What follows belongs to an exercise in optimizing a design on an open flow for small area; a production flow would make more cautious choices. In this exercise RTL edits were held to simulation tests only and were not proved equivalent to the original. Power and IR drop assume default switching activity.

**design/flow/run.sh**
```bash
#!/bin/bash
# synth_recipe.tcl (not shown) runs the flow's synth.tcl, then flattens the netlist and writes it again
# the make line also repeats each setting of config.mk as NAME=value (left out here)
make -C /OpenROAD-flow-scripts/flow DESIGN_CONFIG=/design/flow/config.mk WORK_HOME=/design/flow/orfs CLKGATE_MAP_FILE= SYNTH_SCRIPT=/design/flow/synth_recipe.tcl finish
```
**design/flow/config.mk**
```make
export PLATFORM = sky130hd
export DESIGN_NAME = ex_top
export DESIGN_NICKNAME = ex_top
export VERILOG_FILES = /design/flow/design.v
export SDC_FILE = /design/flow/constraint.sdc
export NUM_CORES = 4
export LEC_CHECK = 0
export ABC_AREA = 1
export CAP_MARGIN = 20
export CORE_MARGIN = 2
export CORE_UTILIZATION = 40
export SLEW_MARGIN = 20
```
**design/flow/constraint.sdc**
```tcl
create_clock -name core_clock -period 8.0 [get_ports {clk}]
set_input_delay 1.6000 -clock core_clock [delete_from_list [all_inputs] [get_ports {clk}]]
set_output_delay 1.6000 -clock core_clock [all_outputs]
set_load 0.01 [all_outputs]
```
**design/flow/design.v**
```verilog
`default_nettype none
package riscv_pkg;
    localparam int XLEN           = 32;
    localparam int REG_ADDR_WIDTH = 5;
    localparam int FUNCT3_WIDTH   = 3;
    typedef logic [XLEN-1:0]           word_t;      
    typedef logic [REG_ADDR_WIDTH-1:0] reg_addr_t;  
    typedef logic [FUNCT3_WIDTH-1:0]   funct3_t;    
    typedef enum logic [3:0] {
        ADD    = 4'd0,
        SUB    = 4'd1,
        SLL    = 4'd2,
        SLT    = 4'd3,
        SLTU   = 4'd4,
        XOR    = 4'd5,
        SRL    = 4'd6,
        SRA    = 4'd7,
        OR     = 4'd8,
        AND    = 4'd9,
        PASS_B = 4'd10   
    } alu_op_e;
    typedef enum logic [1:0] {
        FWD_NONE = 2'd0,  
        FWD_MEM  = 2'd1,  
        FWD_WB   = 2'd2   
    } forward_src_e;
    typedef enum logic [6:0] {
        OP_IMM    = 7'b0010011,
        OP_REG    = 7'b0110011,
        OP_LUI    = 7'b0110111,
        OP_AUIPC  = 7'b0010111,
        OP_BRANCH = 7'b1100011,
        OP_JAL    = 7'b1101111,
        OP_JALR   = 7'b1100111,
        OP_LOAD   = 7'b0000011,
        OP_STORE  = 7'b0100011
    } opcode_e;
    typedef enum logic [FUNCT3_WIDTH-1:0] {
        BEQ  = 3'b000,
        BNE  = 3'b001,
        BLT  = 3'b100,
        BGE  = 3'b101,
        BLTU = 3'b110,
        BGEU = 3'b111
    } funct3_branch_e;
    typedef struct packed {
        opcode_e opcode;
        alu_op_e alu_op;
        logic    alu_src;    
        logic    reg_write;
        logic    mem_read;
        logic    mem_write;
        logic    is_branch;
        logic    is_jump;    
        logic    is_jalr;
    } ctrl_t;
    typedef struct packed {
        word_t     pc;
        word_t     rs1_data;
        word_t     rs2_data;
        word_t     immediate;
        reg_addr_t rs1_addr;
        reg_addr_t rs2_addr;
        reg_addr_t rd_addr;
        funct3_t   funct3_for_branch;
        ctrl_t     ctrl;
        logic      valid_id_ex;
    } id_ex_reg_t;
    typedef struct packed {
        word_t     alu_result;    
        word_t     rs2_data_str;  
        reg_addr_t rd_addr;
        ctrl_t     ctrl;
        logic      valid_ex_mem;
    } ex_mem_reg_t;
endpackage
`default_nettype wire
`default_nettype none
module forwarding_unit
(
    input  riscv_pkg::reg_addr_t    rs1_addr,
    input  riscv_pkg::reg_addr_t    rs2_addr,
    input  riscv_pkg::ex_mem_reg_t  ex_mem_fwd,    
    input  riscv_pkg::reg_addr_t    wb_rd_addr,
    input  logic         wb_reg_write,
    output riscv_pkg::forward_src_e forward_a,
    output riscv_pkg::forward_src_e forward_b
);
    logic mem_writes;  
    logic wb_writes;
    assign mem_writes = ex_mem_fwd.valid_ex_mem && ex_mem_fwd.ctrl.reg_write
                        && (ex_mem_fwd.rd_addr != '0);
    assign wb_writes  = wb_reg_write && (wb_rd_addr != '0);
    function automatic riscv_pkg::forward_src_e pick_src(input riscv_pkg::reg_addr_t src, input logic mem_ok,
                                              input riscv_pkg::reg_addr_t mem_rd, input logic wb_ok,
                                              input riscv_pkg::reg_addr_t wb_rd);
        riscv_pkg::forward_src_e sel;
        if (mem_ok && (mem_rd == src)) begin
            sel = riscv_pkg::FWD_MEM;
        end else if (wb_ok && (wb_rd == src)) begin
            sel = riscv_pkg::FWD_WB;
        end else begin
            sel = riscv_pkg::FWD_NONE;
        end
        pick_src = sel;
    endfunction
    assign forward_a = pick_src(rs1_addr, mem_writes, ex_mem_fwd.rd_addr,
                                wb_writes, wb_rd_addr);
    assign forward_b = pick_src(rs2_addr, mem_writes, ex_mem_fwd.rd_addr,
                                wb_writes, wb_rd_addr);
endmodule
`default_nettype wire
`default_nettype none
module alu
(
    input  riscv_pkg::word_t   a,
    input  riscv_pkg::word_t   b,
    input  riscv_pkg::alu_op_e op,
    output riscv_pkg::word_t   result,
    output logic    zero
);
    logic [4:0] shamt;  
    assign shamt = b[4:0];
    always_comb begin
        case (op)
            riscv_pkg::ADD:  result = a + b;
            riscv_pkg::SUB:  result = a - b;
            riscv_pkg::SLL:  result = a << shamt;
            riscv_pkg::SLT: begin
                result = ($signed(a) < $signed(b)) ? riscv_pkg::word_t'(1) : '0;
            end
            riscv_pkg::SLTU: begin
                result = (a < b) ? riscv_pkg::word_t'(1) : '0;
            end
            riscv_pkg::XOR:  result = a ^ b;
            riscv_pkg::SRL:  result = a >> shamt;
            riscv_pkg::SRA:  result = riscv_pkg::word_t'($signed(a) >>> shamt);  
            riscv_pkg::OR:   result = a | b;
            riscv_pkg::AND:  result = a & b;
            riscv_pkg::PASS_B: begin
                result = b;  
            end
            default: begin
                result = '0;
            end
        endcase
    end
    assign zero = (result == '0);
endmodule
`default_nettype wire
`default_nettype none
module branch_unit
(
    input  riscv_pkg::word_t          rs1_data,   
    input  riscv_pkg::word_t          rs2_data,   
    input  riscv_pkg::word_t          pc,
    input  riscv_pkg::word_t          imm,
    input  riscv_pkg::funct3_branch_e funct3,
    input  riscv_pkg::opcode_e        opcode,
    input  logic           valid,
    output logic           branch_taken,
    output riscv_pkg::word_t          branch_target,
    output riscv_pkg::word_t          link_addr
);
    logic  cond;        
    riscv_pkg::word_t target_sum;
    always_comb begin
        case (funct3)
            riscv_pkg::BEQ:  cond = (rs1_data == rs2_data);
            riscv_pkg::BNE:  cond = (rs1_data != rs2_data);
            riscv_pkg::BLT:  cond = ($signed(rs1_data) < $signed(rs2_data));
            riscv_pkg::BGE:  cond = ($signed(rs1_data) >= $signed(rs2_data));
            riscv_pkg::BLTU: cond = (rs1_data < rs2_data);
            riscv_pkg::BGEU: cond = (rs1_data >= rs2_data);
            default: begin
                cond = 1'b0;  
            end
        endcase
    end
    always_comb begin
        branch_taken = 1'b0;
        if (valid) begin
            case (opcode)
                riscv_pkg::OP_BRANCH: branch_taken = cond;
                riscv_pkg::OP_JAL:    branch_taken = 1'b1;
                riscv_pkg::OP_JALR:   branch_taken = 1'b1;
                default:   branch_taken = 1'b0;
            endcase
        end
    end
    assign target_sum    = ((opcode == riscv_pkg::OP_JALR) ? rs1_data : pc) + imm;
    assign branch_target = (opcode == riscv_pkg::OP_JALR) ? {target_sum[riscv_pkg::XLEN-1:1], 1'b0}
                                               : target_sum;
    assign link_addr = pc + riscv_pkg::word_t'(4);
endmodule
`default_nettype wire
`default_nettype none
module ex_stage
(
    input  riscv_pkg::id_ex_reg_t  id_ex_in,
    input  riscv_pkg::ex_mem_reg_t ex_mem_fwd,     
    input  riscv_pkg::word_t       wb_write_data,
    input  riscv_pkg::reg_addr_t   wb_rd_addr,
    input  logic        wb_reg_write,
    output logic        branch_taken,
    output riscv_pkg::word_t       branch_target,
    output riscv_pkg::ex_mem_reg_t ex_mem_next
);
    riscv_pkg::forward_src_e   forward_a;
    riscv_pkg::forward_src_e   forward_b;
    riscv_pkg::word_t          rs1_fwd;
    riscv_pkg::word_t          rs2_fwd;
    riscv_pkg::word_t          alu_a;
    riscv_pkg::word_t          alu_b;
    riscv_pkg::word_t          alu_result;
    riscv_pkg::word_t          link_addr;
    riscv_pkg::funct3_branch_e funct3_branch;
    logic           jump;
    function automatic riscv_pkg::word_t fwd_value(input riscv_pkg::forward_src_e sel, input riscv_pkg::word_t reg_val,
                                        input riscv_pkg::word_t mem_val, input riscv_pkg::word_t wb_val);
        riscv_pkg::word_t val;
        case (sel)
            riscv_pkg::FWD_MEM: val = mem_val;
            riscv_pkg::FWD_WB:  val = wb_val;
            default: val = reg_val;
        endcase
        fwd_value = val;
    endfunction
    forwarding_unit u_fwd (
        .rs1_addr    (id_ex_in.rs1_addr),
        .rs2_addr    (id_ex_in.rs2_addr),
        .ex_mem_fwd  (ex_mem_fwd),
        .wb_rd_addr  (wb_rd_addr),
        .wb_reg_write(wb_reg_write),
        .forward_a   (forward_a),
        .forward_b   (forward_b)
    );
    assign rs1_fwd = fwd_value(forward_a, id_ex_in.rs1_data, ex_mem_fwd.alu_result,
                               wb_write_data);
    assign rs2_fwd = fwd_value(forward_b, id_ex_in.rs2_data, ex_mem_fwd.alu_result,
                               wb_write_data);
    assign alu_a = (id_ex_in.ctrl.opcode == riscv_pkg::OP_AUIPC) ? id_ex_in.pc : rs1_fwd;
    assign alu_b = id_ex_in.ctrl.alu_src ? id_ex_in.immediate : rs2_fwd;
    alu u_alu (
        .a     (alu_a),
        .b     (alu_b),
        .op    (id_ex_in.ctrl.alu_op),
        .result(alu_result),
        .zero  ()             
    );
    assign funct3_branch = riscv_pkg::funct3_branch_e'(id_ex_in.funct3_for_branch);
    branch_unit u_branch (
        .rs1_data     (rs1_fwd),
        .rs2_data     (rs2_fwd),
        .pc           (id_ex_in.pc),
        .imm          (id_ex_in.immediate),
        .funct3       (funct3_branch),
        .opcode       (id_ex_in.ctrl.opcode),
        .valid        (id_ex_in.valid_id_ex),
        .branch_taken (branch_taken),
        .branch_target(branch_target),
        .link_addr    (link_addr)
    );
    assign jump = id_ex_in.ctrl.is_jump || id_ex_in.ctrl.is_jalr;
    always_comb begin
        ex_mem_next.alu_result   = jump ? link_addr : alu_result;
        ex_mem_next.rs2_data_str = rs2_fwd;  
        ex_mem_next.rd_addr      = id_ex_in.rd_addr;
        ex_mem_next.ctrl         = id_ex_in.ctrl;
        ex_mem_next.valid_ex_mem = id_ex_in.valid_id_ex;
    end
endmodule
`default_nettype wire
`default_nettype none
module ex_mem_reg
(
    input  logic        clk,
    input  logic        rst_n,
    input  logic        stall,   
    input  logic        flush,   
    input  riscv_pkg::ex_mem_reg_t d,
    output riscv_pkg::ex_mem_reg_t q
);
    localparam riscv_pkg::ex_mem_reg_t BUBBLE = '0;
    always_ff @(posedge clk or negedge rst_n) begin
        if (!rst_n) begin
            q <= BUBBLE;
        end else if (flush) begin
            q <= BUBBLE;
        end else if (!stall) begin
            q <= d;
        end
    end
endmodule
`default_nettype wire
`default_nettype none
module ex_top
(
    input  logic         clk,
    input  logic         rst_n,
    input  logic [164:0] id_ex_in,        
    input  riscv_pkg::word_t        wb_write_data,   
    input  riscv_pkg::reg_addr_t    wb_rd_addr,
    input  logic         wb_reg_write,
    input  logic         stall,
    input  logic         flush,
    output logic         branch_taken,    
    output riscv_pkg::word_t        branch_target,
    output logic [87:0]  ex_mem_out       
);
    riscv_pkg::id_ex_reg_t  id_ex;
    riscv_pkg::ex_mem_reg_t ex_mem_q;
    riscv_pkg::ex_mem_reg_t ex_mem_next;
    assign id_ex      = riscv_pkg::id_ex_reg_t'(id_ex_in);
    assign ex_mem_out = ex_mem_q;
    ex_stage u_ex_stage (
        .id_ex_in     (id_ex),
        .ex_mem_fwd   (ex_mem_q),        
        .wb_write_data(wb_write_data),
        .wb_rd_addr   (wb_rd_addr),
        .wb_reg_write (wb_reg_write),
        .branch_taken (branch_taken),
        .branch_target(branch_target),
        .ex_mem_next  (ex_mem_next)
    );
    ex_mem_reg u_ex_mem_reg (
        .clk  (clk),
        .rst_n(rst_n),
        .stall(stall),
        .flush(flush),
        .d    (ex_mem_next),
        .q    (ex_mem_q)
    );
endmodule
`default_nettype wire
```
==> reports/metrics.csv <==
stage;metric;value;unit
timing;Final Skew;0.0208;ns
status;status;complete, no violations;
setup_path;startpoint types;input pin;
setup_path;critical path data arrival time;6.14;ns
yosys;Syn Nets;3722;
routing;Pre-antenna DRT Iters;6;
setup_path;crit-path leading delay family;buffers and inverters;
placed_design;Placed Cells;4283;
setup_path;Critical Path End Type;output pin;
yosys;Mapped Avg Cell Area;5.72;um2
clocking;Clock H-tree levels;3;
yosys;dominant cell type by area after synthesis;nand2_1;
setup_path;Buf/Inv on CP;6;
placed_design;GPL Wtd Cong;1.06;
layout;Reg area;0.00220;mm2
routing;Vias;25600;
setup_path;critical path class;in -> out;
routing;antenna viol nets, final;0;
global_route;antenna violations before repair;9;
layout;Largest regs;u_ex_mem_reg.q (88);
yosys;yosys warns;5;
timing;setup ws final;0.258;ns
floorplanning;die height;223;um
timing;Setup Viol. Count Final;0;
placed_design;placed wire-length estimate;84.4;mm
routing;per-cell routed wire length;24.0;um
timing;max-slew violations;0;
global_route;pin count of the biggest net entering global routing;79;
layout;Fillers;5034;
setup_path;most frequent CP cell;nand2_1;
timing;Setup TNS;0;ns
yosys;Yosys cell types;68;
yosys;Cell Area, Synth;0.0192;mm2
layout;number of flip-flops in the largest register;88;
floorplanning;initial core utilization;0.403;
layout;Net count, final;4052;
layout;layout cell share with drive strength beyond 1;0.0893;
yosys;async set or reset register ratio after synthesis;1.00;
yosys;Post-Synth Simple-Gate Area;0.429;
floorplanning;Chip Width;223;um
power_and_ir_drop;Pleak;11.8;nW
clocking;clock sinks;88;
routing;DRC;0;
flow_run;maxcap violations;0;
yosys;Post-synth EDFFs;0;
power_and_ir_drop;VDD IR max;0.0823;mV
clocking;CTS tree;yes;
layout;final std cell area, no fill;0.0240;mm2
layout;Layout area overhead;25.1;%
timing;maximum clock frequency;129;MHz
yosys;Post-Synthesis Cells;3351;
floorplanning;core footprint;0.0475;mm2
clocking;Root Driver;clkbuf_16;
yosys;area share of the largest cell type after synthesis;0.179;
global_route;GRT Total Usage;0.404;
yosys;main flop type after synthesis;dfrtp_1;
placed_design;Buffers on Ports;327;
power_and_ir_drop;PD cells;114;mW/mm2
routing;vias per cell;5.95;
yosys;mux share of post-synthesis cell area;0;
yosys;post-synthesis sequential area ratio;0.115;
setup_path;crit-path max FO;24;
routing;total length of routed wires;103;mm
setup_path;Worst Path Required;6.40;ns
timing;Tcrit/Tclk final;0.968;
placed_design;DP Worst Slack;-0.125;ns
setup_path;slowest library cell on the worst path;clkdlybuf4s50_1;
yosys;count leader, synth;nand2_1;
floorplanning;die area;0.0497;mm2
global_route;number of global-route vias before repair;24000;
timing;Worst slew margin;0.218;
yosys;Synth Register Bits;88;
clocking;Max Root-Sink Buffers;2;
yosys;Post-Synth Adder-Cell Area;0.108;
timing;Hold Fails Final Rpt;0;
layout;area of the multi-input gates;0.0146;mm2
timing;Worst-Margin Slew;1.16;ns
timing;fin crit period;7.74;ns
clocking;CTS Buf Count;9;
floorplanning;# IOs;328;
clocking;clk latency of the worst-skew pair;0.39;ns
yosys;Commonest cells post-synth;nand2_1 (916), nand3_1 (427), inv_1 (398), nor2_1 (273), a21oi_1 (251);
yosys;largest family of logic cells by synthesized area;simple AND/OR/NAND/NOR gates;
yosys;top post-synthesis cells by area;nand2_1 (18%), dfrtp_1 (11%), nand3_1 (11%);
global_route;grt total ovfl;0;
clocking;Clk pin slew, worst setup/hold paths;0.07;ns
layout;Most flops, register;u_ex_mem_reg.q;
min_path;Worst Hold Class;reg -> reg;
layout;Finished Layout Cells;4307;
floorplanning;# rows;80;
yosys;compound-cell area share of the yosys netlist;0.193;
global_route;first-pass GRT wire length;152;mm
setup_path;delay of the slowest critical-path stage;0.56;ns
routing;DR iter-0 viols;3092;
yosys;Post-Synth XOR/XNOR Area;0.0251;
power_and_ir_drop;Pwr Total;0.00272;W
placed_design;dpl cell area;0.0235;mm2
area by class of cell:
cell class                      count  share of cell area
Antenna cell                        6            0.000627
Clock buffer                        9             0.00940
Clock inverter                      7             0.00292
Inverter                          415              0.0653
Multi-Input combinational cell   2685               0.609
Sequential cell                    88              0.0919
Tap cell                          615              0.0321
Timing Repair Buffer              482               0.189
per-stage QoR:
stage,hold slack [ns],utilization
2_1_floorplan,0.519,-
3_3_place_gp,0.471,0.494
3_5_place_dp,0.477,0.494
4_1_cts,0.495,0.501
5_1_grt,0.507,0.504
6_report,0.489,0.504
worst register-to-register path: cells and delay by family, from the launching register on:
family / cells / cell delay, ns
compound gates: 4 / 1.06
fa+ha+maj: 1 / 0.40
buf+inv: 8 / 1.25
flops: 1 / 0.49
simple gates: 18 / 2.84
cell usage in the layout (no fill, tap or decap), drive strengths merged, types with 8 or more instances in the layout:
cell           instances
xor2                  45
inv                  417
o2111ai               10
o21a                   8
o221ai                24
nand4                 54
nor4                  11
a221oi                13
xnor2                 10
o211ai                26
nor3                  29
a21o                   9
o21bai                12
nand3b                29
a21oi                252
o21ai                214
clkbuf                 9
buf                  156
a22o                  11
a31oi                 16
nor2                 277
ha                   161
o22ai                 15
nand3                451
dfrtp                 88
nand2                953
or2                   28
clkdlybuf4s50        320
what timing repair did:
action | 4_1_cts | 5_1_grt
pin swaps | 0 | 4
hold buffers | 0 | 0
endpoints found under the setup margin | 6 | 16
setup buffers | 0 | 2
hold endpoints to repair | 0 | 0
resized for setup | 3 | 36
kinds of logic (layout without fill, tap and decap cells):
logic type / Yosys count / count (layout)
buffers and inverters: 578 / 913
XOR/XNOR: 55 / 55
AO/OA/AOI/OAI: 627 / 627
AND/OR/NAND/NOR: 1839 / 1839
flip-flops: 88 / 88
other: 0 / 6
adder cells (fa/ha/maj): 164 / 164
where the power goes:
group | switching (W) | internal [W] | total, W
Sequential | 0.0000329 | 0.000473 | 0.000506
Combinational | 0.00113 | 0.000639 | 0.00177
Clock | 0.000226 | 0.000221 | 0.000447
Total | 0.00139 | 0.00133 | 0.00272
path summary, 6_finish.rpt:
path                                    start            endpoint  slack, ns  cells after the start
min in group asynchronous               rst_n  u_ex_mem_reg.q[21]       1.20                      1
max in group asynchronous               rst_n  u_ex_mem_reg.q[82]       5.69                      2
min reg2reg                u_ex_mem_reg.q[26]  u_ex_mem_reg.q[26]       0.49                      2
max reg2reg                u_ex_mem_reg.q[19]  u_ex_mem_reg.q[79]       1.85                     31
max                             wb_rd_addr[1]   branch_target[25]       0.26                     26
min                        u_ex_mem_reg.q[26]  u_ex_mem_reg.q[26]       0.49                      2
routing by layer:
layer / routed length (um) / vias up / global-route usage / share of wire
met4: 5590 / 4 / 0.192 / 0.054
met2: 44300 / 1587 / 0.624 / 0.43
li1: - / 11800 / - / -
met1: 42800 / 11900 / 0.532 / 0.41
met5: 24 / - / 0 / 0.00023
met3: 10500 / 288 / 0.0938 / 0.10

-- port drivers added, routing unchanged --
The results above use ideal ports. As a check the final layout listed here was re-extracted and re-timed, cells and wires unchanged. Step 1 (the two cells are an assumption about what drives the block):
set clk [get_ports {clk}]
set_driving_cell -lib_cell sky130_fd_sc_hd__clkbuf_16 $clk
set_driving_cell -lib_cell sky130_fd_sc_hd__buf_2 [delete_from_list [all_inputs] $clk]
Step 2 moves the port delays by t, midway between the first and last clock arrival at a register: inputs arrive t later, outputs are due t later. That takes back most of the time a late clock gives input paths. Three values: no drivers, after step 1, after step 2; two values: the first two.
t (ns): 0.426
setup slack, ns: 0.258 / 0.221 / 0.197
clock arrival spread, ns: 0.021 / 0.021
cell pins on the clock port's net: 1
After both steps this run still meets setup and hold. For this run, drivers alone change the setup slack by -0.037 ns; drivers and shift together by -0.061 ns.
